Context: an optimization exercise on an open-source flow, tuned for small area, a short achievable clock period and few clock cycles per item. The choices shown serve that exercise and are no tape-out recipe. The RTL was checked by simulation tests, not by an equivalence proof against the original design.

$ cat flow/config.mk
export PLATFORM = sky130hd
export DESIGN_NAME = pressure_rolling_average
export DESIGN_NICKNAME = pressure_rolling_average
export VERILOG_FILES = /design/flow/design.v
export SDC_FILE = /design/flow/constraint.sdc
export NUM_CORES = 4
export LEC_CHECK = 0
export CAP_MARGIN = 20
export CORE_MARGIN = 2
export CORE_UTILIZATION = 40
export SETUP_SLACK_MARGIN = 4.4
export SLEW_MARGIN = 20
$ cat flow/constraint.sdc
create_clock -name core_clock -period 8.5 [get_ports {clk}]
set_input_delay 1.7000 -clock core_clock [delete_from_list [all_inputs] [get_ports {clk}]]
set_output_delay 1.7000 -clock core_clock [all_outputs]
set_load 0.01 [all_outputs]
$ cat flow/design.v
package pra_pkg;
    localparam int SAMPLE_W   = 10;
    localparam int MAX_WINDOW = 32;
    localparam int AVG_W      = 14;
    localparam int PRESS_W    = 19;
endpackage
module pra_ring (
    input  logic               clk,
    input  logic               rst_n,
    input  logic               adv,
    input  logic               load,        
    input  logic [9:0]         sample,
    input  logic               win_wr,      
    input  logic [5:0]         win,         
    input  logic [5:0]         win_nx,      
    input  logic               off_wr,      
    input  logic [9:0]         off,
    input  logic               uload,       
    input  logic [12:0]        ref_mv,
    output logic               busy,        
    output logic               vc,
    output logic [14:0]        sum,
    output logic signed [16:0] diff,
    output logic [5:0]         cnt,
    output logic               full,
    output logic [23:0]        bctl,        
    output logic               mneg,        
    output logic [5:0]         mnx          
);
    logic [9:0]  ring_mem [32];
    logic [9:0]  old;
    logic        vb, eb;
    logic [10:0] ds_b, dd_b;
    logic [5:0]  nb;
    logic        fb;
    logic [14:0] s_reg;
    logic [16:0] d_reg;
    logic [5:0]  nc;
    logic        fc;
    logic [4:0]  slot, slot_nx;
    logic [9:0]  old_r;
    logic [5:0]  fill;
    logic        sub;
    logic [5:0]  nnew;
    logic [5:0]  dcnt;
    logic        dstep;       
    logic [16:0] d_add;
    logic [16:0] d_next;
    logic [23:0] bctl_reg;
    logic        ng_reg;
    logic [5:0]  nx_reg;
    logic [23:0] bctl_nx;
    assign busy  = dstep;
    assign sub   = (fill == win);
    assign nnew  = sub ? win : (fill + 6'd1);
    assign old   = old_r;
    always_ff @(posedge clk)
    begin
        if (load)
        begin
            old_r <= (win == 6'd1) ? sample : ring_mem[slot_nx];
        end
    end
    always_ff @(posedge clk or negedge rst_n)
    begin
        if (!rst_n)
        begin
            vb   <= 1'b0;
            vc   <= 1'b0;
            slot <= '0;
            slot_nx <= 5'd1;
            fill <= '0;
            dcnt <= '0;
            dstep <= 1'b0;
        end
        else
        begin
            if (adv)
            begin
                vb <= load;
                vc <= vb;
            end
            if (win_wr)
            begin
                slot    <= '0;
                slot_nx <= (win_nx == 6'd1) ? 5'd0 : 5'd1;
                fill  <= '0;
                dcnt  <= '0;
                dstep <= 1'b0;
            end
            else
            begin
                if (load)
                begin
                    slot    <= slot_nx;
                    slot_nx <= (6'(slot_nx) + 6'd1 >= win) ? 5'd0 : (slot_nx + 5'd1);
                    fill    <= nnew;
                end
                if (off_wr)
                begin
                    dcnt  <= fill;
                    dstep <= (fill != 6'd0);
                end
                else if (dstep)
                begin
                    dcnt  <= dcnt - 6'd1;
                    dstep <= (dcnt != 6'd1);
                end
            end
        end
    end
    always_ff @(posedge clk)
    begin
        if (adv)
        begin
            eb   <= (fill == 6'd0);
            ds_b <= {1'b0, sample} - (sub ? {1'b0, old} : 11'd0);
            dd_b <= {1'b0, sample} - {1'b0, (sub ? old : off)};
            nb   <= nnew;
            fb   <= (nnew == win);
            nc   <= nb;
            fc   <= fb;
        end
        if (load)
        begin
            ring_mem[slot] <= sample;
        end
    end
    assign d_add = dstep ? (17'd0 - 17'(off)) : {{6{dd_b[10]}}, dd_b};
    always_ff @(posedge clk)
    begin
        if (off_wr)
        begin
            d_reg <= 17'(s_reg);
        end
        else if (dstep || (adv && vb))
        begin
            d_reg <= d_next;
        end
        if (adv && vb)
        begin
            s_reg <= (eb ? 15'd0 : s_reg) + 15'({{4{ds_b[10]}}, ds_b});
        end
    end
    assign d_next = ((eb && !dstep) ? 17'd0 : d_reg) + d_add;
    function automatic logic [23:0] brecode(input logic [16:0] y);
        for (int i = 0; i < 8; i++)
        begin
            logic b2, b1, b0;
            b2 = y[2*i+2];
            b1 = y[2*i+1];
            b0 = y[2*i];
            brecode[3*i+2] = b2 & !(b1 & b0);                         
            brecode[3*i+1] = b1 ^ b0;                                 
            brecode[3*i]   = (b2 & !b1 & !b0) | (!b2 & b1 & b0);       
        end
    endfunction
    logic [23:0] bctl_p, bctl_n, bctl_r;
    assign bctl_p  = brecode({2'b00, d_next[14:0]} << 1);
    assign bctl_n  = brecode({1'b0, ~d_next[14:0], 1'b1});
    assign bctl_r  = brecode({3'b000, ref_mv, 1'b0});
    assign bctl_nx = uload ? bctl_r : (d_next[16] ? bctl_n : bctl_p);
    always_ff @(posedge clk)
    begin
        if (adv || uload)
        begin
            bctl_reg <= bctl_nx;
            ng_reg   <= d_next[16] & !uload;
            nx_reg   <= (d_next[16] & !uload) ? (6'd0 - nb) : nb;
        end
    end
    assign bctl = bctl_reg;
    assign mnx  = nx_reg;
    assign mneg = ng_reg;
    assign sum  = s_reg;
    assign diff = d_reg;
    assign cnt  = nc;
    assign full = fc;
endmodule
module pra_ndiv #(
    parameter int WW  = 18,
    parameter int NST = 4
) (
    input  logic [5:0]       n,
    input  logic [WW+4:0]    st_i,
    output logic [WW+4:0]    st_o
);
    always_comb
    begin
        logic [4:0]    rem;
        logic [WW-1:0] w;
        logic [6:0]    d;
        logic          b;
        rem = st_i[WW+4:WW];
        w   = st_i[WW-1:0];
        for (int i = 0; i < NST; i++)
        begin
            b   = w[WW-1];
            d   = {1'b0, rem, b} - {1'b0, n};
            w   = {w[WW-2:0], !d[6]};
            rem = d[6] ? {rem[3:0], b} : d[4:0];
        end
        st_o = {rem, w};
    end
endmodule
module pra_ndiv4 #(
    parameter int WW  = 18,
    parameter int NST = 2
) (
    input  logic [5:0]       n,
    input  logic [7:0]       n3,      
    input  logic [WW+4:0]    st_i,
    output logic [WW+4:0]    st_o
);
    always_comb
    begin
        logic [4:0]    rem;
        logic [WW-1:0] w;
        logic [6:0]    t;
        logic [8:0]    d1, d2, d3;
        logic          s3, s2, s1, s0;
        rem = st_i[WW+4:WW];
        w   = st_i[WW-1:0];
        for (int i = 0; i < NST; i++)
        begin
            t  = {rem, w[WW-1:WW-2]};
            d1 = {2'b00, t} - {3'b000, n};
            d2 = {2'b00, t} - {2'b00, n, 1'b0};
            d3 = {2'b00, t} - {1'b0, n3};
            s3 = !d3[8];
            s2 = d3[8] & !d2[8];
            s1 = d2[8] & !d1[8];
            s0 = d1[8];
            rem = ({5{s3}} & d3[4:0]) | ({5{s2}} & d2[4:0])
                | ({5{s1}} & d1[4:0]) | ({5{s0}} & t[4:0]);
            w   = {w[WW-3:0], !d2[8], s3 | s1};
        end
        st_o = {rem, w};
    end
endmodule
module pra_press (
    input  logic              clk,
    input  logic              rst_n,
    input  logic              adv,
    input  logic              gstart,    
    input  logic [1:0]        gmodel,    
    input  logic [23:0]       bctl,      
    input  logic [5:0]        n,         
    input  logic              neg,       
    input  logic [5:0]        nx,        
    output logic              uload,     
    output logic              busy,      
    output logic [23:0]       v          
);
    localparam logic [38:0] C0 = 39'h012345678a;
    localparam logic [38:0] C1 = 39'h0b60b60b61;
    localparam logic [38:0] C2 = 39'h4fa39e5cc8;
    localparam logic [53:0] K  = 54'd0 - (54'd1 << 41) - (54'd1 << 43) - (54'd1 << 45) - (54'd1 << 47)
                                       - (54'd1 << 49) - (54'd1 << 51) - (54'd1 << 53);
    function automatic logic [42:0] brow(input logic [2:0] c, input logic [38:0] g);
        logic neg, one, two;
        logic [39:0] m;
        neg = c[2];
        one = c[1];
        two = c[0];
        m   = one ? {1'b0, g} : (two ? {g, 1'b0} : 40'd0);
        brow = {neg, !neg, neg, m ^ {40{neg}}};
    endfunction
    function automatic logic [107:0] csa(input logic [53:0] a, input logic [53:0] b, input logic [53:0] c);
        logic [53:0] sm, cy;
        sm  = a ^ b ^ c;
        cy  = (a & b) | (a & c) | (b & c);
        csa = {cy[52:0], 1'b0, sm};
    endfunction
    logic [2:0]  gst;
    logic        cm1, cm2;
    logic [38:0] g1;
    assign uload = (gst == 3'd2);
    assign busy  = (gst == 3'd1) || (gst == 3'd2);
    always_ff @(posedge clk or negedge rst_n)
    begin
        if (!rst_n)
        begin
            gst <= 3'd1;
            cm1 <= 1'b0;
            cm2 <= 1'b0;
        end
        else
        begin
            if (gstart)
            begin
                gst <= 3'd2;
            end
            else if (gst == 3'd4)
            begin
                gst <= 3'd0;
            end
            else if (gst != 3'd0)
            begin
                gst <= gst + 3'd1;
            end
            cm1 <= (gst == 3'd2) && !gstart;
            cm2 <= cm1 && !gstart;
        end
    end
    logic [42:0]  r0, r1, r2, r3, r4, r5, r6, r7;
    logic [53:0]  x1;
    logic [107:0] l1a, l1b, l1c, l1d, l1e, l1f, l1g;
    assign r0 = brow(bctl[2:0], g1);
    assign r1 = brow(bctl[5:3], g1);
    assign r2 = brow(bctl[8:6], g1);
    assign r3 = brow(bctl[11:9], g1);
    assign r4 = brow(bctl[14:12], g1);
    assign r5 = brow(bctl[17:15], g1);
    assign r6 = brow(bctl[20:18], g1);
    assign r7 = brow(bctl[23:21], g1);
    logic [53:0] kx;
    assign kx = neg ? (K - (54'd1 << 35)) : K;
    assign x1 = kx | 54'({r7[42], 1'b0, r6[42], 1'b0, r5[42], 1'b0, r4[42], 1'b0,
                          r3[42], 1'b0, r2[42], 1'b0, r1[42], 1'b0, r0[42]})
                   | (cm1 ? (54'd1 << 13) : (54'(nx) << 29));
    assign l1a = csa(54'(r0[41:0]), 54'(r1[41:0]) << 2, 54'(r2[41:0]) << 4);
    assign l1b = csa(54'(r3[41:0]) << 6, 54'(r4[41:0]) << 8, 54'(r5[41:0]) << 10);
    assign l1c = csa(54'(r6[41:0]) << 12, 54'(r7[41:0]) << 14, x1);
    assign l1d = csa(l1a[53:0], l1a[107:54], l1b[53:0]);
    assign l1e = csa(l1b[107:54], l1c[53:0], l1c[107:54]);
    assign l1f = csa(l1d[53:0], l1d[107:54], l1e[53:0]);
    assign l1g = csa(l1f[53:0], l1f[107:54], l1e[107:54]);
    logic [53:0] ps1, pc1;   
    always_ff @(posedge clk)
    begin
        if (adv || cm1)
        begin
            ps1 <= l1g[53:0];
            pc1 <= l1g[107:54];
        end
    end
    logic [53:0]  sum2;
    assign sum2 = ps1 + pc1;
    assign v = sum2[53:30];
    always_ff @(posedge clk)
    begin
        if (gstart || (gst == 3'd1))
        begin
            case (gmodel)
                2'd0:    g1 <= C0;
                2'd1:    g1 <= C1;
                default: g1 <= C2;
            endcase
        end
        else if (cm2)
        begin
            g1 <= sum2[51:13];
        end
    end
endmodule
module pressure_rolling_average (
    input  logic         clk,
    input  logic         rst_n,
    input  logic         s_tvalid,
    output logic         s_tready,
    input  logic [15:0]  s_tdata,    
    output logic         m_tvalid,
    input  logic         m_tready,
    output logic [39:0]  m_tdata,    
    output logic         m_tuser,    
    input  logic         cfg_valid,
    output logic         cfg_ready,
    input  logic [1:0]   cfg_index,
    input  logic [12:0]  cfg_data
);
    localparam int KA1 = 2;      
    localparam int KA2 = 1;      
    localparam int NE  = 6;
    function automatic int qsteps(input int j);
        qsteps = 1;
    endfunction
    function automatic int asteps(input int j);
        asteps = (j < 3) ? 1 : 0;
    endfunction
    logic [5:0]  win_reg;
    logic [1:0]  model_reg;
    logic [12:0] ref_reg;
    logic [9:0]  off_reg;
    logic        win_wr, off_wr, g_wr;
    logic [1:0]  gmodel;
    logic [5:0]  win_nx;
    assign win_nx = (cfg_data[5:0] == 6'd0) ? 6'd1 :
                    (cfg_data[5:0] > 6'd32) ? 6'd32 : cfg_data[5:0];
    assign cfg_ready = 1'b1;
    assign win_wr    = cfg_valid && (cfg_index == 2'd0);
    assign off_wr    = cfg_valid && (cfg_index == 2'd3);
    assign g_wr      = cfg_valid && ((cfg_index == 2'd1) || (cfg_index == 2'd2));
    assign gmodel    = (cfg_valid && (cfg_index == 2'd1)) ? cfg_data[1:0] : model_reg;
    always_ff @(posedge clk or negedge rst_n)
    begin
        if (!rst_n)
        begin
            win_reg   <= 6'd8;
            model_reg <= 2'd1;
            ref_reg   <= 13'd5000;
            off_reg   <= 10'd0;
        end
        else if (cfg_valid)
        begin
            case (cfg_index)
                2'd0:    win_reg   <= win_nx;
                2'd1:    model_reg <= cfg_data[1:0];
                2'd2:    ref_reg   <= cfg_data[12:0];
                default: off_reg   <= cfg_data[9:0];
            endcase
        end
    end
    logic        out_v;
    logic        adv;
    logic        busy_r, busy_p;
    assign adv      = !out_v || m_tready;
    logic        in_v;
    logic [9:0]  in_d;
    logic        s_fire;
    logic        p_load;
    logic [9:0]  p_data;
    assign s_tready = !in_v && !busy_r && !busy_p;
    assign s_fire   = s_tvalid && s_tready;
    assign p_load   = adv && (in_v || s_fire);
    assign p_data   = in_v ? in_d : s_tdata[9:0];
    always_ff @(posedge clk or negedge rst_n)
    begin
        if (!rst_n)
        begin
            in_v <= 1'b0;
        end
        else if (adv)
        begin
            in_v <= 1'b0;
        end
        else if (s_fire)
        begin
            in_v <= 1'b1;
        end
    end
    always_ff @(posedge clk)
    begin
        if (s_fire)
        begin
            in_d <= s_tdata[9:0];
        end
    end
    logic               vc;
    logic [14:0]        sum_c;
    logic [16:0]        diff_c;
    logic [5:0]         n_c;
    logic               full_c;
    logic [23:0]        bctl_c;
    logic               mneg_c;
    logic [5:0]         mnx_c;
    logic               uload;
    pra_ring u_ring (
        .clk    (clk),
        .rst_n  (rst_n),
        .adv    (adv),
        .load   (p_load),
        .sample (p_data),
        .win_wr (win_wr),
        .win    (win_reg),
        .win_nx (win_nx),
        .off_wr (off_wr),
        .off    (off_reg),
        .uload  (uload),
        .ref_mv (ref_reg),
        .busy   (busy_r),
        .vc     (vc),
        .sum    (sum_c),
        .diff   (diff_c),
        .cnt    (n_c),
        .full   (full_c),
        .bctl   (bctl_c),
        .mneg   (mneg_c),
        .mnx    (mnx_c)
    );
    logic [23:0] v_mul;
    pra_press u_press (
        .clk    (clk),
        .rst_n  (rst_n),
        .adv    (adv),
        .gstart (g_wr),
        .gmodel (gmodel),
        .bctl   (bctl_c),
        .n      (n_c),
        .neg    (mneg_c),
        .nx     (mnx_c),
        .uload  (uload),
        .busy   (busy_p),
        .v      (v_mul)
    );
    logic [18:0] a_c, a_c2;
    assign a_c = {sum_c, 4'b0000};    
    pra_ndiv #(.WW(14), .NST(KA1)) u_adiv1 (.n(n_c), .st_i(a_c), .st_o(a_c2));
    logic        v_d1, neg_d1, full_d1;
    logic [5:0]  n_d1;
    logic [7:0]  n3_d1;
    logic [18:0] a_d1, a_d1x;
    logic [18:0] a_d1m;
    pra_ndiv4 #(.WW(14), .NST(KA2)) u_adiv2 (.n(n_d1), .n3(n3_d1), .st_i(a_d1), .st_o(a_d1m));
    pra_ndiv  #(.WW(14), .NST(1))   u_adiv3 (.n(n_d1), .st_i(a_d1m), .st_o(a_d1x));
    logic        ovf_d1x, zf_d1x;
    assign ovf_d1x = (v_mul[23:18] >= n_d1);
    assign zf_d1x  = neg_d1 && (v_mul[23:5] == '1);
    logic        v_d2, neg_d2, full_d2;
    logic [5:0]  n_d2;
    logic [7:0]  n3_d2;
    logic [18:0] a_d2;
    logic [22:0] q_d2;
    logic        ovf_d2, zf_d2;
    always_ff @(posedge clk or negedge rst_n)
    begin
        if (!rst_n)
        begin
            v_d1 <= 1'b0;
            v_d2 <= 1'b0;
        end
        else if (adv)
        begin
            v_d1 <= vc;
            v_d2 <= v_d1;
        end
    end
    always_ff @(posedge clk)
    begin
        if (adv)
        begin
            neg_d1  <= mneg_c;
            full_d1 <= full_c;
            n_d1    <= n_c;
            n3_d1   <= {2'b00, n_c} + {1'b0, n_c, 1'b0};
            a_d1    <= a_c2;
            neg_d2  <= neg_d1;
            full_d2 <= full_d1;
            n_d2    <= n_d1;
            n3_d2   <= n3_d1;
            a_d2    <= a_d1x;
            q_d2    <= v_mul[22:0];
            ovf_d2  <= ovf_d1x;
            zf_d2   <= zf_d1x;
        end
    end
    logic [NE:0]        ve;
    logic [NE*23-1:0]   q_st;
    logic [NE*19-1:0]   a_st;
    logic [NE*6-1:0]    n_e;
    logic [NE*8-1:0]    n3_e;
    logic [NE-1:0]      ovf_e, neg_e, full_e, zf_e;
    assign ve[0] = v_d2;
    for (genvar j = 0; j < NE; j++)
    begin : g_div
        localparam int QD = qsteps(j);
        localparam int AD = asteps(j);
        logic [5:0]  n_in;
        logic [7:0]  n3_in;
        logic [22:0] q_in, q_out;
        logic [18:0] a_in, a_out;
        logic        ovf_in, neg_in, full_in, zf_in;
        if (j == 0)
        begin : g_first
            assign n_in    = n_d2;
            assign n3_in   = n3_d2;
            assign ovf_in  = ovf_d2;
            assign zf_in   = zf_d2;
            assign q_in    = q_d2;
            assign a_in    = a_d2;
            assign neg_in  = neg_d2;
            assign full_in = full_d2;
        end
        else
        begin : g_next
            assign n_in    = n_e[(j-1)*6 +: 6];
            assign n3_in   = n3_e[(j-1)*8 +: 8];
            assign ovf_in  = ovf_e[j-1];
            assign zf_in   = zf_e[j-1];
            assign q_in    = q_st[(j-1)*23 +: 23];
            assign a_in    = a_st[(j-1)*19 +: 19];
            assign neg_in  = neg_e[j-1];
            assign full_in = full_e[j-1];
        end
        logic [22:0] q_mid;
        pra_ndiv4 #(.WW(18), .NST(QD)) u_qdiv (.n(n_in), .n3(n3_in), .st_i(q_in), .st_o(q_mid));
        pra_ndiv  #(.WW(18), .NST(1))  u_qdiv2 (.n(n_in), .st_i(q_mid), .st_o(q_out));
        if (AD > 0)
        begin : g_avg
            logic [18:0] a_mid;
            pra_ndiv4 #(.WW(14), .NST(AD)) u_adiv (.n(n_in), .n3(n3_in), .st_i(a_in), .st_o(a_mid));
            pra_ndiv  #(.WW(14), .NST(1))  u_adiv2 (.n(n_in), .st_i(a_mid), .st_o(a_out));
        end
        else
        begin : g_avg_done
            assign a_out = a_in;
        end
        always_ff @(posedge clk or negedge rst_n)
        begin
            if (!rst_n)
            begin
                ve[j+1] <= 1'b0;
            end
            else if (adv)
            begin
                ve[j+1] <= ve[j];
            end
        end
        if (j < NE - 1)
        begin : g_mid
            always_ff @(posedge clk)
            begin
                if (adv)
                begin
                    q_st[j*23 +: 23] <= q_out;
                    a_st[j*19 +: 19] <= a_out;
                    n_e[j*6 +: 6]    <= n_in;
                    n3_e[j*8 +: 8]   <= n3_in;
                    ovf_e[j]         <= ovf_in;
                    zf_e[j]          <= zf_in;
                    neg_e[j]         <= neg_in;
                    full_e[j]        <= full_in;
                end
            end
        end
        else
        begin : g_last
            logic [18:0] prs;
            always_comb
            begin
                if (zf_in)
                begin
                    prs = 19'd0;
                end
                else if (ovf_in)
                begin
                    prs = neg_in ? 19'h40000 : 19'h3ffff;
                end
                else
                begin
                    prs = {1'b0, q_out[17:0]} ^ {19{neg_in}};
                end
            end
            always_ff @(posedge clk)
            begin
                if (adv)
                begin
                    m_tdata <= {7'd0, prs, a_out[13:0]};
                    m_tuser <= full_in;
                end
            end
        end
    end
    assign out_v    = ve[NE];
    assign m_tvalid = out_v;
endmodule
$ cat flow/run.sh
#!/bin/bash
# synth_recipe.tcl (not shown) runs the flow's synth.tcl, then flattens the netlist and writes it again
# the make line also repeats each setting of config.mk as NAME=value (left out here)
make -C /OpenROAD-flow-scripts/flow DESIGN_CONFIG=/design/flow/config.mk WORK_HOME=/design/flow/orfs CLKGATE_MAP_FILE= SYNTH_SCRIPT=/design/flow/synth_recipe.tcl finish
==> results of run 1 <==
[metal layers]
| layer | GRT usage [%] | vias up |
|---|---|---|
| met5 | 0 | - |
| met4 | 7.07 | 12 |
| met3 | 2.94 | 329 |
| met2 | 32.8 | 1207 |
| met1 | 24.1 | 20800 |
| li1 | - | 19600 |
[worst max-delay path: stages, from the launching register on]
cell      delay [ps]
edfxtp_1         420
buf_6            140
buf_6            110
buf_6            110
ha_4             160
fa_2             390
nor2b_2          140
o21ai_1           90
nand2b_1         100
a21o_1           120
a21o_1           110
a21oi_2           50
or2_4            270
a21boi_2         140
o22ai_2          100
fa_2             370
a21o_1           200
a21oi_2          160
o21bai_1         100
a21oi_2          250
mux2_2           370
[stage by stage]
| stage | setup WS (ps) | cell area, µm² | std cells |
|---|---|---|---|
| after global placement | 2470 | 67200 | 7455 |
| after global routing | 4120 | 74100 | 7871 |
| after CTS | 4230 | 72300 | 7755 |
| after detailed placement | 2450 | 67200 | 7455 |
| after floorplan | 4410 | 64700 | 5485 |
| final | 4320 | 74100 | 7871 |
[layout make-up]
cell class,instances,area [µm²],share of cell area [%]
Clock buffer,129,2910,3.93
Clock inverter,84,1010,1.37
Inverter,500,1930,2.61
Multi-Input combinational cell,3648,31900,43.0
Sequential cell,1042,30900,41.8
Tap cell,2160,2700,3.65
Timing Repair Buffer,306,2720,3.67
Timing Repair inverter,2,13.8,0.0186
[worst min path at each step]
stage,endpoint,slack (ps),depth (start not counted)
final,g_div[4].q_in[7]$_DFFE_PN_,390,0
after global routing,g_div[4].q_in[12]$_DFFE_PN_,410,0
after CTS,g_div[4].q_in[7]$_DFFE_PN_,390,0
after detailed placement,a_st[42]$_DFFE_PN_,400,0
after global placement,g_div[1].q_in[5]$_DFFE_PN_,400,0
after floorplan,a_d2[10]$_DFFE_PN_,400,0
[Yosys cell counts, types with 12 or more instances]
cell	number	share of area, %
nor2_1	236	1.4
a22oi_1	219	2.5
xor2_1	139	1.9
o22ai_1	23	0.22
a21boi_0	34	0.40
and2_1	35	0.34
a22o_1	17	0.23
fa_1	290	9.0
inv_1	495	2.9
a21oi_1	271	2.1
nor2b_1	75	0.73
clkbuf_1	239	1.4
or3_1	12	0.12
edfxtp_1	970	45
dfrtp_1	61	2.4
nand2_1	433	2.5
ha_1	455	8.8
a31oi_1	20	0.19
a21o_1	152	1.8
nor3_1	35	0.27
o21bai_1	16	0.19
o221ai_1	19	0.26
mux2_2	64	1.1
mux4_2	40	1.4
mux2i_1	75	1.2
nand4_1	16	0.15
a211oi_1	25	0.29
o21a_1	17	0.20
nand3_1	64	0.50
nand2b_1	56	0.54
xnor2_1	383	5.2
buf_1	46	0.27
o211ai_1	26	0.30
o21ai_0	280	2.2
[logic make-up (layout without fill, tap and decap cells)]
family,count (synthesis),in the layout,synth area share [%]
compound gates,1175,1176,11.7
flops,1042,1042,47.9
simple gates,1011,1017,7.10
buf+inv,802,1021,4.78
fa+ha+maj,746,746,17.8
xor+xnor,522,522,7.08
mux,179,179,3.67
other cells,2,8,0.0116
[repair_timing]
action,4_1_cts,5_1_grt
gates cloned,6,6
pin swaps,25,109
buffers inserted,81,110
endpoints found under the setup margin,492,601
gates resized for setup,144,242
==> reports/results.txt, run 1 <==
Hold-fix buffers, CTS: 0
GRT Util Overall: 19.0%
Endpoint required time on the critical path: 8960 ps
Buffers on Ports: 65
# rows: 147
Clk Latency, worst-skew pair: 800 ps
Clk buf depth: 3
GPL Wtd Cong: 0.847
Fillers: 14,400
# nets final: 6,395
Vias per cell: 5.34
Area growth syn-to-layout: 14.7%
CP Launch Type: register
Hpwl dp: 105 mm
Origin of the critical flop-to-flop path: n_d2[0]$_DFFE_PN_
CTS tree: built
Measured slew at the worst slew-check pin: 1090 ps
Final Skew: 101 ps
Initial DRT Pass Iterations: 6
Setup TNS: 0 ps
Largest net degree at the start of global routing: 192
Antenna cells: 0
Crit path time final: 4180 ps
Mapped Cells: 5,479
Status: no timing/DRC/antenna violations
# IOs: 80
Antenna violations before repair: 9
Die width: 406 µm
Mapped Avg Cell Area: 11.8 µm²
Hold Crit Class: reg -> reg
Most frequent cells in the layout: edfxtp_1, inv_1, ha_1, nand2_1, xnor2_1
Sink Count: 1,042
#FFs+latches synth: 1,042
Core Util, Final: 46.2%
Routed Antenna Nets: 0
DRC viols: 0
Hold path startpoint: g_div[3].q_in[4]$_DFFE_PN_
Met1 WL: 65.6 mm
Max cap viols: 0
Metal3 WL: 8.38 mm
Drt total wl: 158 mm
Via count: 42,000
Synth warnings: 8
Crit path kind: reg -> reg
Worst hold slack: 387 ps
Final Max Tran Viols: 0
Die height: 406 µm
Commonest non-fill, non-tap cell in the layout: edfxtp_1
Ys flop type: edfxtp_1
Post-synth EDFFs: 970
Global route overflow: 0
Num CTS Buffers: 114
Core ar.: 0.160 mm²
WP data arrival: 4640 ps
Async SR Flop Fraction: 6.72%
Critical Path Sink: g_div[1].q_in[19]$_DFFE_PN_
Synth cell types: 84
Max reg flops: 320
Routed WL per cell: 20.0 µm
Number of global-route vias before repair: 42,800
H-tree Lvls: 3
Largest reg by FF count: u_ring.ring_mem
Period utilization: 49.2%
Clock Pin Slew Worst Setup and Hold Paths: 60 ps
Reg-to-reg slack, setup: 4320 ps
Root buf cell: clkbuf_16
Register area share after synthesis: 47.9%
Worst R2R Path Depth: 20
Final Hold Viols: 0
Initial drt markers: 3,208
Max Used Layer: met5
Global-route wire length before repair: 245 mm
Fmax: 0.239 GHz
WL met2: 78.2 mm
CP Launch Point: n_d2[0]$_DFFE_PN_
R2r endpoint: g_div[1].q_in[19]$_DFFE_PN_
Final setup viols: 0
Fraction of layout cells with a size suffix above 1: 14.6%
Worst setup EP type: register
Total die area: 0.165 mm²
Critical Path Fanout Max: 7
Initial Util: 40.3%
Netlist Area Pre-Place: 0.0646 mm²
RSZ-0062 raised after global routing: yes
Slew headroom: 26.6%
Testbench counts, summed over its fixed seeds: cycles 5,923, items 4,835.
==> inputs of run 2 (changes only) <==
--- a/flow/design.v
+++ b/flow/design.v
@@ -372,9 +372,13 @@
     localparam int KA1 = 2;      
-    localparam int KA2 = 1;      
-    localparam int NE  = 6;
+    localparam int KA2 = 2;      
+    localparam int NE  = 5;
     function automatic int qsteps(input int j);
-        qsteps = 1;
+        qsteps = (j < 4) ? 2 : 1;
     endfunction
     function automatic int asteps(input int j);
-        asteps = (j < 3) ? 1 : 0;
+        case (j)
+            0:       asteps = 2;
+            1:       asteps = 2;
+            default: asteps = 0;
+        endcase
     endfunction
@@ -502,5 +506,3 @@
     logic [18:0] a_d1, a_d1x;
-    logic [18:0] a_d1m;
-    pra_ndiv4 #(.WW(14), .NST(KA2)) u_adiv2 (.n(n_d1), .n3(n3_d1), .st_i(a_d1), .st_o(a_d1m));
-    pra_ndiv  #(.WW(14), .NST(1))   u_adiv3 (.n(n_d1), .st_i(a_d1m), .st_o(a_d1x));
+    pra_ndiv4 #(.WW(14), .NST(KA2)) u_adiv2 (.n(n_d1), .n3(n3_d1), .st_i(a_d1), .st_o(a_d1x));
     logic        ovf_d1x, zf_d1x;
@@ -584,10 +586,6 @@
         end
-        logic [22:0] q_mid;
-        pra_ndiv4 #(.WW(18), .NST(QD)) u_qdiv (.n(n_in), .n3(n3_in), .st_i(q_in), .st_o(q_mid));
-        pra_ndiv  #(.WW(18), .NST(1))  u_qdiv2 (.n(n_in), .st_i(q_mid), .st_o(q_out));
+        pra_ndiv4 #(.WW(18), .NST(QD)) u_qdiv (.n(n_in), .n3(n3_in), .st_i(q_in), .st_o(q_out));
         if (AD > 0)
         begin : g_avg
-            logic [18:0] a_mid;
-            pra_ndiv4 #(.WW(14), .NST(AD)) u_adiv (.n(n_in), .n3(n3_in), .st_i(a_in), .st_o(a_mid));
-            pra_ndiv  #(.WW(14), .NST(1))  u_adiv2 (.n(n_in), .st_i(a_mid), .st_o(a_out));
+            pra_ndiv4 #(.WW(14), .NST(AD)) u_adiv (.n(n_in), .n3(n3_in), .st_i(a_in), .st_o(a_out));
         end
--- a/flow/config.mk
+++ b/flow/config.mk
@@ -10,3 +10,3 @@
 export CORE_UTILIZATION = 40
-export SETUP_SLACK_MARGIN = 4.4
+export SETUP_SLACK_MARGIN = 4.3
 export SLEW_MARGIN = 20
==> run 2 against run 1 <==
  * Synthesized cell count fell by 0.80%
  * Routed wire length is 0.34% lower
  * Sequential share of layout area is 1.7 points lower
  * First-iteration DRC count increased by 0.75%
  * Sequential cell count decreased by 57
  * Global-route usage increased by 0.15 points
  * Clock-buffer cell count is 3 lower
  * Critical path type unchanged
==> reports/results.txt, run 2 <==
Max reg flops: 320
CP Buf/Inv Count: 4
Critical Path Fanout Max: 5
Vias per cell: 5.41
CP max-delay cell: edfxtp_1
Mapped Cells: 5,435
Number of global-route vias before repair: 42,000
Netlist Area Pre-Place: 0.0632 mm²
Initial DRT Pass Iterations: 6
Finished Cell Area: 0.0729 mm²
Routed Antenna Nets: 0
Total die area: 0.161 mm²
Post-synth EDFFs: 914
Post-DP Area: 0.0660 mm²
FF/Latch Area: 0.0292 mm²
Sink Count: 985
Synth cell count leaders: edfxtp_1, ha_1, inv_1
DRC viols: 0
Area growth syn-to-layout: 15.3%
# IOs: 80
Die height: 402 µm
Initial Util: 40.4%
CP Launch Type: register
Synth warnings: 7
Core Util, Final: 46.6%
Fmax: 0.229 GHz
Period utilization: 51.3%
CTS tree: built
WP data arrival: 4910 ps
Clk buf depth: 3
Via count: 42,000
Routed WL per cell: 20.2 µm
Largest reg by FF count: u_ring.ring_mem
Multi-input logic area: 0.0327 mm²
GRT Util Overall: 19.2%
Hold-fix buffers, CTS: 0
Crit path kind: reg -> reg
Hold path cells: 0
Final Skew: 77.6 ps
Origin of the critical flop-to-flop path: n_d2[0]$_DFFE_PN_
Slew headroom: 28.2%
Commonest non-fill, non-tap cell in the layout: edfxtp_1
Dpl ws: 2590 ps
Fraction of layout cells with a size suffix above 1: 14.8%
Fillers: 14,000
Global-route wire length before repair: 244 mm
Antenna violations before repair: 6
Most frequent cells in the layout: edfxtp_1, ha_1, inv_1, nand2_1, xnor2_1
# nets final: 6,435
Async SR Flop Fraction: 7.01%
Mapped Avg Cell Area: 11.6 µm²
Register area share after synthesis: 46.2%
Die width: 402 µm
Global route overflow: 0
Largest net degree at the start of global routing: 99
Final Hold Viols: 0
Max incr delay on CP: 400 ps
Hold Crit Class: reg -> reg
Hold path startpoint: g_div[2].ovf_in$_DFFE_PN_
Endpoint required time on the critical path: 9050 ps
Synth cell types: 77
Core ar.: 0.157 mm²
Max cap viols: 0
GPL Wtd Cong: 0.852
Worst setup slack after layout: 4140 ps
Worst setup EP type: register
H-tree Lvls: 3
Worst R2R Path Depth: 27
# rows: 145
Final Max Tran Viols: 0
Measured slew at the worst slew-check pin: 1080 ps
Largest cells by area after synthesis: edfxtp_1, ha_1, fa_1, xnor2_1, inv_1
Crit path time final: 4360 ps
Hold-critical path endpoint: g_div[3].ovf_in$_DFFE_PN_
Buffers on Ports: 65
Num CTS Buffers: 104
Root buf cell: clkbuf_16
#FFs+latches synth: 985
Final setup viols: 0
Clock Pin Slew Worst Setup and Hold Paths: 60 ps
Crit path top cell by count: a21oi_2
Drt total wl: 157 mm
Initial drt markers: 3,232
Clk Latency, worst-skew pair: 760 ps
Status: no timing/DRC/antenna violations
Ys flop type: edfxtp_1
Hpwl dp: 104 mm
Synth top area share: 43.4%
Cell taking the most area after synthesis: edfxtp_1
CP delay by family, top: compound AO/OA/AOI/OAI gates
Count leader, synth: edfxtp_1
Setup TNS: 0 ps
Reg-to-reg slack, setup: 4140 ps
R2r endpoint: g_div[1].q_in[20]$_DFFE_PN_
RSZ-0062 raised after global routing: yes
run 2: repair_timing:
item | 4_1_cts | 5_1_grt
gates cloned | 4 | 5
gates resized for setup | 177 | 191
pin swaps | 106 | 156
endpoints found under the setup margin | 460 | 217
setup buffers | 156 | 95
run 2: worst register-to-register path: stages, from the launching register on:
cell and delay [ps]:
edfxtp_1 400, buf_6 150, ha_4 150, inv_4 40
fa_2 400, a21o_1 200, a21oi_2 130, nor2b_1 70
o21ai_1 130, nand2b_1 60, a21oi_1 120, or2_4 160
a21boi_4 190, nor2_2 50, a21oi_2 170, inv_2 100
ha_4 250, a21o_1 160, a21oi_2 180, nor2b_1 70
o21ai_1 130, nand2b_1 120, a21oi_4 240, nor2_4 90
buf_6 160, nor3_4 180, a21oi_2 50, o211ai_1 80
run 2: per-layer routing:
layer	global-route usage [%]	vias up	share of wire, %
met3	2.65	235	5.7
li1	-	19600	-
met5	0	-	0.019
met4	5.59	4	2.7
met1	26.9	21000	45
met2	30.8	1195	47
run 2: worst max-delay path by stage:
stage	start	end	cells past startpoint
after global routing	n_d2[0]$_DFFE_PN_	a_st[17]$_DFFE_PN_	26
after CTS	g_div[1].g_avg.u_adiv.n[0]$_DFFE_PN_	g_div[2].q_in[18]$_DFFE_PN_	24
after detailed placement	s_tvalid	u_ring.ring_mem[6][7]$_DFFE_PP_	7
after floorplan	n_d2[1]$_DFFE_PN_	a_st[14]$_DFFE_PN_	20
after global placement	s_tvalid	u_ring.ring_mem[6][7]$_DFFE_PP_	7
final	n_d2[0]$_DFFE_PN_	g_div[1].q_in[20]$_DFFE_PN_	27
run 2: area by class of cell:
type	instances	area share (%)
clock buffer	126	3.68
multi-input combinational	3681	44.8
inverter	487	2.62
tap	2058	3.53
sequential	985	40.1
antenna	1	0.00343
timing repair buffer	365	4.39
clock inverter	64	0.892
run 2: logic make-up after synthesis:
family	count (synthesis)	synth area share, %
compound gates	1168	11.9
flops	985	46.2
buf+inv	783	4.70
xor+xnor	524	7.26
fa+ha+maj	776	18.8
simple gates	1020	7.36
mux	177	3.71
other cells	2	0.0119
run 2: stage by stage:
stage	instances	hold slack (ps)
after floorplan	5441	400
after global placement	7316	401
after detailed placement	7316	405
after CTS	7666	384
after global routing	7767	391
final	7767	391
Testbench counts of run 2, summed over its fixed seeds: cycles 5,843, items 4,835.
==> inputs of run 3 (changes only) <==
--- a/flow/design.v
+++ b/flow/design.v
@@ -17,2 +17,3 @@
     input  logic [9:0]         off,
+    input  logic [9:0]         off_nx,      
     input  logic               uload,       
@@ -20,2 +21,3 @@
     output logic               busy,        
+    output logic               held,        
     output logic               vc,
@@ -79,3 +81,3 @@
             begin
-                vb <= load;
+                vb <= bk_v || load;
                 vc <= vb;
@@ -111,11 +113,47 @@
     end
+    logic        eb_f, fb_f;
+    logic [10:0] ds_f, dd_f;
+    logic [5:0]  nb_f;
+    assign eb_f = (fill == 6'd0);
+    assign ds_f = {1'b0, sample} - (sub ? {1'b0, old} : 11'd0);
+    assign dd_f = {1'b0, sample} - {1'b0, (sub ? old : off)};
+    assign nb_f = nnew;
+    assign fb_f = (nnew == win);
+    logic        bk_v;
+    logic        bk_e, bk_f;
+    logic [10:0] bk_ds, bk_dd;
+    logic [5:0]  bk_n;
+    assign held = bk_v;
+    always_ff @(posedge clk or negedge rst_n)
+    begin
+        if (!rst_n)
+        begin
+            bk_v <= 1'b0;
+        end
+        else if (adv)
+        begin
+            bk_v <= 1'b0;
+        end
+        else if (load)
+        begin
+            bk_v <= 1'b1;
+        end
+    end
     always_ff @(posedge clk)
     begin
+        if (load && !adv)
+        begin
+            bk_e  <= eb_f;
+            bk_ds <= ds_f;
+            bk_dd <= dd_f;
+            bk_n  <= nb_f;
+            bk_f  <= fb_f;
+        end
         if (adv)
         begin
-            eb   <= (fill == 6'd0);
-            ds_b <= {1'b0, sample} - (sub ? {1'b0, old} : 11'd0);
-            dd_b <= {1'b0, sample} - {1'b0, (sub ? old : off)};
-            nb   <= nnew;
-            fb   <= (nnew == win);
+            eb   <= bk_v ? bk_e  : eb_f;
+            ds_b <= bk_v ? bk_ds : ds_f;
+            dd_b <= bk_v ? bk_dd : dd_f;
+            nb   <= bk_v ? bk_n  : nb_f;
+            fb   <= bk_v ? bk_f  : fb_f;
             nc   <= nb;
@@ -128,3 +166,11 @@
     end
-    assign d_add = dstep ? (17'd0 - 17'(off)) : {{6{dd_b[10]}}, dd_b};
+    logic [10:0] noff;
+    always_ff @(posedge clk)
+    begin
+        if (off_wr)
+        begin
+            noff <= 11'd0 - {1'b0, off_nx};
+        end
+    end
+    assign d_add = dstep ? {{6{noff[10]}}, noff} : {{6{dd_b[10]}}, dd_b};
     always_ff @(posedge clk)
@@ -372,13 +418,9 @@
     localparam int KA1 = 2;      
-    localparam int KA2 = 2;      
-    localparam int NE  = 5;
+    localparam int KA2 = 1;      
+    localparam int NE  = 6;
     function automatic int qsteps(input int j);
-        qsteps = (j < 4) ? 2 : 1;
+        qsteps = 1;
     endfunction
     function automatic int asteps(input int j);
-        case (j)
-            0:       asteps = 2;
-            1:       asteps = 2;
-            default: asteps = 0;
-        endcase
+        asteps = (j < 3) ? 1 : 0;
     endfunction
@@ -421,33 +463,4 @@
     assign adv      = !out_v || m_tready;
-    logic        in_v;
-    logic [9:0]  in_d;
-    logic        s_fire;
-    logic        p_load;
-    logic [9:0]  p_data;
-    assign s_tready = !in_v && !busy_r && !busy_p;
-    assign s_fire   = s_tvalid && s_tready;
-    assign p_load   = adv && (in_v || s_fire);
-    assign p_data   = in_v ? in_d : s_tdata[9:0];
-    always_ff @(posedge clk or negedge rst_n)
-    begin
-        if (!rst_n)
-        begin
-            in_v <= 1'b0;
-        end
-        else if (adv)
-        begin
-            in_v <= 1'b0;
-        end
-        else if (s_fire)
-        begin
-            in_v <= 1'b1;
-        end
-    end
-    always_ff @(posedge clk)
-    begin
-        if (s_fire)
-        begin
-            in_d <= s_tdata[9:0];
-        end
-    end
+    logic        held;
+    assign s_tready = !held && !busy_r && !busy_p;
     logic               vc;
@@ -465,4 +478,4 @@
         .adv    (adv),
-        .load   (p_load),
-        .sample (p_data),
+        .load   (s_tvalid && s_tready),
+        .sample (s_tdata[9:0]),
         .win_wr (win_wr),
@@ -472,2 +485,3 @@
         .off    (off_reg),
+        .off_nx (cfg_data[9:0]),
         .uload  (uload),
@@ -475,2 +489,3 @@
         .busy   (busy_r),
+        .held   (held),
         .vc     (vc),
@@ -506,6 +521,5 @@
     logic [18:0] a_d1, a_d1x;
-    pra_ndiv4 #(.WW(14), .NST(KA2)) u_adiv2 (.n(n_d1), .n3(n3_d1), .st_i(a_d1), .st_o(a_d1x));
-    logic        ovf_d1x, zf_d1x;
-    assign ovf_d1x = (v_mul[23:18] >= n_d1);
-    assign zf_d1x  = neg_d1 && (v_mul[23:5] == '1);
+    logic [18:0] a_d1m;
+    pra_ndiv4 #(.WW(14), .NST(KA2)) u_adiv2 (.n(n_d1), .n3(n3_d1), .st_i(a_d1), .st_o(a_d1m));
+    pra_ndiv  #(.WW(14), .NST(1))   u_adiv3 (.n(n_d1), .st_i(a_d1m), .st_o(a_d1x));
     logic        v_d2, neg_d2, full_d2;
@@ -514,4 +528,3 @@
     logic [18:0] a_d2;
-    logic [22:0] q_d2;
-    logic        ovf_d2, zf_d2;
+    logic [23:0] q_d2;      
     always_ff @(posedge clk or negedge rst_n)
@@ -543,5 +556,3 @@
             a_d2    <= a_d1x;
-            q_d2    <= v_mul[22:0];
-            ovf_d2  <= ovf_d1x;
-            zf_d2   <= zf_d1x;
+            q_d2    <= v_mul;
         end
@@ -568,5 +579,5 @@
             assign n3_in   = n3_d2;
-            assign ovf_in  = ovf_d2;
-            assign zf_in   = zf_d2;
-            assign q_in    = q_d2;
+            assign ovf_in  = (q_d2[23:18] >= n_d2);
+            assign zf_in   = neg_d2 && (q_d2[23:5] == '1);
+            assign q_in    = q_d2[22:0];
             assign a_in    = a_d2;
@@ -586,6 +597,10 @@
         end
-        pra_ndiv4 #(.WW(18), .NST(QD)) u_qdiv (.n(n_in), .n3(n3_in), .st_i(q_in), .st_o(q_out));
+        logic [22:0] q_mid;
+        pra_ndiv4 #(.WW(18), .NST(QD)) u_qdiv (.n(n_in), .n3(n3_in), .st_i(q_in), .st_o(q_mid));
+        pra_ndiv  #(.WW(18), .NST(1))  u_qdiv2 (.n(n_in), .st_i(q_mid), .st_o(q_out));
         if (AD > 0)
         begin : g_avg
-            pra_ndiv4 #(.WW(14), .NST(AD)) u_adiv (.n(n_in), .n3(n3_in), .st_i(a_in), .st_o(a_out));
+            logic [18:0] a_mid;
+            pra_ndiv4 #(.WW(14), .NST(AD)) u_adiv (.n(n_in), .n3(n3_in), .st_i(a_in), .st_o(a_mid));
+            pra_ndiv  #(.WW(14), .NST(1))  u_adiv2 (.n(n_in), .st_i(a_mid), .st_o(a_out));
         end
--- a/flow/config.mk
+++ b/flow/config.mk
@@ -10,3 +10,3 @@
 export CORE_UTILIZATION = 40
-export SETUP_SLACK_MARGIN = 4.3
+export SETUP_SLACK_MARGIN = 4.4
 export SLEW_MARGIN = 20
==> run 3 against run 2 <==
  * Highest routed layer unchanged
  * Utilization shrank 0.64 points
  * Still clean on timing, DRC and antenna
  * Clock-buffer cell count is 4 higher
  * Critical path depth shrank 11
  * Critical endpoint is now g_div[5].q_in[21]$_DFFE_PN_
  * Via count increased by 1.5%
==> reports/results.txt, run 3 <==
Critical Path, Cell by Cell: inv_4 -> ha_1 -> a21o_1 -> a21o_1 -> a21o_1 -> a21o_1 -> a211o_4 -> and3_4 -> or4_4 -> ha_4 -> a21o_1 -> a21oi_2 -> o21bai_1 -> a21oi_2 -> inv_2 -> mux2_2
# rows: 149
#FFs+latches synth: 1,072
Max reg flops: 320
Mapped Avg Cell Area: 11.9 µm²
Die width: 411 µm
Total die area: 0.169 mm²
Setup TNS: 0 ps
Critical Path Fanout Max: 7
CP Buf/Inv Count: 2
Clk Latency, worst-skew pair: 800 ps
Hpwl dp: 107 mm
Number of global-route vias before repair: 43,300
Core Util, Final: 45.9%
GRT Util Overall: 18.7%
Crit path top cell by count: a21o_1
Largest cells by area after synthesis: edfxtp_1, fa_1, ha_1, xnor2_1, inv_1
Ys flop type: edfxtp_1
Measured slew at the worst slew-check pin: 1070 ps
Initial drt markers: 3,191
CP Launch Type: register
Synth top area share: 45.4%
# IOs: 80
GPL Wtd Cong: 0.838
Final setup viols: 0
Fmax: 0.242 GHz
H-tree Lvls: 3
Max incr delay on CP: 530 ps
Crit path kind: reg -> reg
Register area share after synthesis: 48.1%
Mapped Cells: 5,566
Post-synth EDFFs: 1,000
Sink Count: 1,072
Die height: 411 µm
Initial Util: 40.2%
Endpoint required time on the critical path: 9030 ps
Period utilization: 48.6%
Area growth syn-to-layout: 14.2%
Global route overflow: 0
Largest reg by FF count: u_ring.ring_mem
Clock Pin Slew Worst Setup and Hold Paths: 60 ps
CTS tree: built
Hold Crit Class: reg -> reg
Clk buf depth: 3
Routed WL per cell: 19.8 µm
Netlist Area Pre-Place: 0.0662 mm²
Initial DRT Pass Iterations: 5
WP data arrival: 4660 ps
Fraction of layout cells with a size suffix above 1: 14.6%
CP delay by family, top: compound AO/OA/AOI/OAI gates
Root buf cell: clkbuf_16
# nets final: 6,512
CP max-delay cell: or4_4
Async SR Flop Fraction: 6.53%
Most frequent cells in the layout: edfxtp_1, inv_1, ha_1, nand2_1, xnor2_1
Synth warnings: 8
Post-DP Area: 0.0691 mm²
Final Max Tran Viols: 0
Core ar.: 0.165 mm²
Count leader, synth: edfxtp_1
DRC viols: 0
Final Skew: 77.4 ps
Antenna violations before repair: 7
Cell taking the most area after synthesis: edfxtp_1
Status: no timing/DRC/antenna violations
Num CTS Buffers: 114
Final Hold Viols: 0
Drt total wl: 159 mm
Vias per cell: 5.32
Commonest non-fill, non-tap cell in the layout: edfxtp_1
Worst hold slack: 364 ps
Routed Antenna Nets: 0
Via count: 42,700
Slew headroom: 28.9%
Buffers on Ports: 65
Global-route wire length before repair: 249 mm
Crit path time final: 4130 ps
RSZ-0062 raised after global routing: yes
Max cap viols: 0
Largest net degree at the start of global routing: 132
Finished Cell Area: 0.0756 mm²
Synth cell types: 93
Synth cell count leaders: edfxtp_1, inv_1, ha_1
Worst setup EP type: register
==> run 3: path summary, 6_finish.rpt <==
kind / slack [ps] / start / to / cells past startpoint
min reg2reg: 360 / g_div[3].q_in[1]$_DFFE_PN_ / g_div[4].q_in[4]$_DFFE_PN_ / 0
min in group asynchronous: 760 / rst_n / ve[3]$_DFFE_PN0N_ / 1
max reg2reg: 4370 / g_div[4].n_in[1]$_DFFE_PN_ / g_div[5].q_in[21]$_DFFE_PN_ / 16
min: 360 / g_div[3].q_in[1]$_DFFE_PN_ / g_div[4].q_in[4]$_DFFE_PN_ / 0
max: 4370 / g_div[4].n_in[1]$_DFFE_PN_ / g_div[5].q_in[21]$_DFFE_PN_ / 16
max in group asynchronous: 6630 / rst_n / u_ring.dstep$_DFF_PN0_ / 2
==> run 3: kinds of logic (layout without fill, tap and decap cells) <==
family,count (synthesis),in the layout,synth area share [%]
simple gates,1036,1039,7.15
compound gates,1143,1143,11.4
other cells,2,10,0.0113
xor+xnor,504,504,6.68
buf+inv,823,1074,4.73
mux,237,237,4.54
fa+ha+maj,749,749,17.4
flops,1072,1072,48.1
==> run 3: worst register-to-register path: stages (launching register included) <==
cell and delay [ps]:
edfxtp_1 470, inv_4 90, ha_1 220, a21o_1 180, a21o_1 190, a21o_1 170
a21o_1 170, a211o_4 370, and3_4 180, or4_4 530, ha_4 270, a21o_1 170
a21oi_2 160, o21bai_1 110, a21oi_2 230, inv_2 90, mux2_2 280
==> run 3: metal layers <==
layer	GRT usage [%]	wire, µm	vias to the layer above	share of wire [%]
met1	24.6	68100	21200	43
met2	32.1	78300	1097	49
li1	-	-	20100	-
met3	2.86	8290	263	5.2
met4	5.22	4090	10	2.6
met5	0	93	-	0.059
==> run 3: final cells by class <==
class	count	area, µm²
Antenna cell	2	5.00
Fill cell	14900	89000
Multi-Input combinational cell	3680	32300
Clock buffer	130	2920
Sequential cell	1072	31800
Timing Repair Buffer	338	2940
Tap cell	2189	2740
Inverter	522	2020
Clock inverter	83	865
Timing Repair inverter	1	5.00
==> run 3: what timing repair did <==
item | in CTS | in global routing
pin swaps | 48 | 77
hold buffers | 0 | 0
gates cloned | 2 | 5
setup endpoints to repair | 322 | 222
resized for setup | 158 | 151
setup buffers | 115 | 93
==> run 3: metrics by stage <==
| stage | cells | setup slack (ps) |
|---|---|---|
| final | 8017 | 4370 |
| after global routing | 8015 | 4200 |
| after CTS | 7916 | 4250 |
| after detailed placement | 7586 | 2920 |
| after global placement | 7586 | 2990 |
| after floorplan | 5572 | 4060 |
Testbench counts of run 3, summed over its fixed seeds: cycles 5,923, items 4,835.
==> inputs of run 4 (changes only) <==
--- a/flow/config.mk
+++ b/flow/config.mk
@@ -10,3 +10,3 @@
 export CORE_UTILIZATION = 40
-export SETUP_SLACK_MARGIN = 4.4
+export SETUP_SLACK_MARGIN = 4.6
 export SLEW_MARGIN = 20
==> run 4 against run 3 <==
  * Synthesized cell count stayed put
  * Via count is 2.2% higher
  * Still clean on timing, DRC and antenna
  * Worst setup slack worse by 44 ps
  * Sequential share of layout area is 1.4 points lower
  * Register-to-register slack worse by 40 ps
  * Sequential cell count stayed put
  * Utilization is 1.6 points higher
  * First-iteration DRC count is 8.9% lower
==> reports/results.txt, run 4 <==
Routed Antenna Nets: 0
Critical Path Stages: 19
Commonest non-fill, non-tap cell in the layout: edfxtp_1
Setup TNS: 0 ps
Most frequent cells in the layout: edfxtp_1, inv_1, ha_1, nand2_1, buf_4
Cell taking the most area after synthesis: edfxtp_1
Synth top area share: 45.4%
Sink Count: 1,072
CP Launch Type: register
Area growth syn-to-layout: 18.1%
Max cap viols: 0
Crit path time final: 4180 ps
# IOs: 80
Period utilization: 49.1%
Num CTS Buffers: 115
Mapped Cells: 5,566
Global route overflow: 0
Root buf cell: clkbuf_16
Crit path kind: reg -> reg
Final Hold Viols: 0
#FFs+latches synth: 1,072
CP max-delay cell: edfxtp_1
CP delay by family, top: compound AO/OA/AOI/OAI gates
Synth cell count leaders: edfxtp_1, inv_1, ha_1
Max incr delay on CP: 390 ps
Via count: 43,600
DRC viols: 0
GRT Util Overall: 19.1%
Worst R2R Path Depth: 19
# rows: 149
Largest net degree at the start of global routing: 139
Initial Util: 40.2%
Core ar.: 0.165 mm²
Hold path cells: 0
Critical Path Fanout Max: 6
Fillers: 14,500
Routed WL per cell: 20.2 µm
# nets final: 6,700
Status: no timing/DRC/antenna violations
Crit path top cell by count: a21o_1
H-tree Lvls: 3
Initial DRT Pass Iterations: 6
CP Buf/Inv Count: 6
Endpoint required time on the critical path: 8980 ps
RSZ-0062 raised after global routing: yes
Antenna violations before repair: 5
Register area share after synthesis: 48.1%
Largest reg by FF count: u_ring.ring_mem
Hold Crit Class: reg -> reg
Buffers on Ports: 65
Global-route wire length before repair: 252 mm
Clk buf depth: 3
Final Skew: 72.9 ps
CTS tree: built
Antenna cells: 0
Final Max Tran Viols: 0
Worst setup slack after layout: 4320 ps
Critical Path, Cell by Cell: clkinvlp_4 -> buf_6 -> buf_6 -> buf_12 -> ha_4 -> a21o_1 -> a21o_1 -> a21o_1 -> a21o_1 -> a211o_4 -> buf_6 -> o211ai_1 -> ha_1 -> a21o_1 -> a21oi_2 -> o21bai_1 -> a21oi_2 -> inv_2 -> mux2_4
Measured slew at the worst slew-check pin: 1150 ps
Hold-fix buffers, CTS: 0
Async SR Flop Fraction: 6.53%
Count leader, synth: edfxtp_1
Total die area: 0.169 mm²
Worst setup EP type: register
Post-synth EDFFs: 1,000
Fraction of layout cells with a size suffix above 1: 18.7%
Clock Pin Slew Worst Setup and Hold Paths: 70 ps
Non-filler instance count after layout: 8,206
Mapped Avg Cell Area: 11.9 µm²
Inst Count DP: 7,587
Netlist Area Pre-Place: 0.0662 mm²
GPL Wtd Cong: 0.851
Max reg flops: 320
WP data arrival: 4660 ps
Final setup viols: 0
Vias per cell: 5.31
Dpl ws: 3350 ps
Fmax: 0.239 GHz
Slew headroom: 23.0%
Hpwl dp: 107 mm
Initial drt markers: 2,907
Synth cell types: 93
Number of global-route vias before repair: 43,800
Synth warnings: 8
Core Util, Final: 47.5%
Die width: 411 µm
Ys flop type: edfxtp_1
Clk Latency, worst-skew pair: 800 ps
Die height: 411 µm
Largest cells by area after synthesis: edfxtp_1, fa_1, ha_1, xnor2_1, inv_1
Drt total wl: 166 mm
-- run 4: cell types whose count changed in the layout (fill, tap and decap cells not counted), moves of 9 or more --
cell and change:
inv_1 -18, nor2_2 +12, buf_4 +128, inv_2 +15, fa_1 -9, mux2_4 +11
mux2_2 -11, o21ai_0 -9, a22oi_2 +9, a22oi_1 -9, fa_2 +9, buf_12 +20
buf_6 +24, ha_1 -12
-- run 4: repair_timing --
| item | 4_1_cts | 5_1_grt |
|---|---|---|
| buffers inserted | 198 | 185 |
| pin swaps | 93 | 182 |
| gates cloned | 10 | 9 |
| gates resized for setup | 226 | 229 |
| endpoints found under the setup margin | 347 | 377 |
-- run 4: worst register-to-register path, cell delays in order (launching register included) --
cell	delay, ps
edfxtp_1	390
clkinvlp_4	150
buf_6	140
buf_6	110
buf_12	130
ha_4	230
a21o_1	150
a21o_1	170
a21o_1	150
a21o_1	160
a211o_4	350
buf_6	140
o211ai_1	240
ha_1	310
a21o_1	220
a21oi_2	160
o21bai_1	90
a21oi_2	190
inv_2	110
mux2_4	310
-- run 4: per-stage QoR --
step | area (µm²) | hold WS, ps
after floorplan | 66500 | 400
after global placement | 69200 | 400
after detailed placement | 69200 | 405
after CTS | 75700 | 406
after global routing | 78200 | 409
final | 78200 | 397
-- run 4: logic make-up after synthesis --
| kind of cell | after synthesis | synth area share, % |
|---|---|---|
| compound gates | 1143 | 11.4 |
| flops | 1072 | 48.1 |
| simple gates | 1036 | 7.15 |
| buf+inv | 823 | 4.73 |
| fa+ha+maj | 749 | 17.4 |
| xor+xnor | 504 | 6.68 |
| mux | 237 | 4.54 |
| other cells | 2 | 0.0113 |
-- run 4: path summary, 6_finish.rpt --
check / slack (ps) / to / start
min in group asynchronous: 830 / ve[6]$_DFFE_PN0N_ / rst_n
min: 400 / g_div[2].zf_in$_DFFE_PN_ / g_div[1].zf_in$_DFFE_PN_
min reg2reg: 400 / g_div[2].zf_in$_DFFE_PN_ / g_div[1].zf_in$_DFFE_PN_
max reg2reg: 4320 / g_div[1].q_in[21]$_DFFE_PN_ / n_d2[1]$_DFFE_PN_
max in group asynchronous: 6680 / u_ring.dstep$_DFF_PN0_ / rst_n
max: 4320 / g_div[1].q_in[21]$_DFFE_PN_ / n_d2[1]$_DFFE_PN_
-- run 4: area by class of cell --
cell class / count / area [µm²] / area share [%]
inverters: 522 / 2020 / 2.58
clock buffers: 135 / 3000 / 3.84
multi-input cells: 3680 / 32700 / 41.9
repair buffers: 526 / 4950 / 6.33
clock inverters: 82 / 912 / 1.17
flip-flops and latches: 1072 / 31800 / 40.7
well taps: 2189 / 2740 / 3.50
-- run 4: per-layer routing --
metal	vias up	track usage, %	part of all wire (%)	wire length [µm]
li1	20500	-	-	-
met5	-	0	0.039	65
met2	1276	32.5	49	81200
met4	10	6.20	3.4	5610
met1	21500	24.5	41	68700
met3	323	3.34	6.1	10200

-- re-timing with driven ports --
Ports are ideal in the flow. The routed layouts listed here were re-timed in OpenROAD. Step 1, drivers: a clkbuf_16 drives clk and a buf_2 each remaining input, both assumed. Step 2 also shifts input and output timing later by t, the mid clock arrival at the registers, as if the neighbouring blocks saw the same clock. Three values: ideal ports, drivers, drivers and shift; two values: the first two.
run | t (ns) | setup WS [ns] | worst data-port slew with drivers (ns) | pins driven straight from the clock port
run 1 | 0.831 | 4.321 / 4.321 / 3.555 | 0.11 | 1
run 2 | 0.807 | 4.135 / 4.135 / 3.733 | 0.07 | 1
run 3 | 0.824 | 4.367 / 4.367 / 3.672 | 0.13 | 1
run 4 | 0.847 | 4.323 / 4.323 / 3.808 | 0.12 | 1
After both steps setup and hold are still met in every run listed. The setup slack of run 1, which loses most, moves by 0.000 ns with the drivers and by -0.766 ns with both steps.
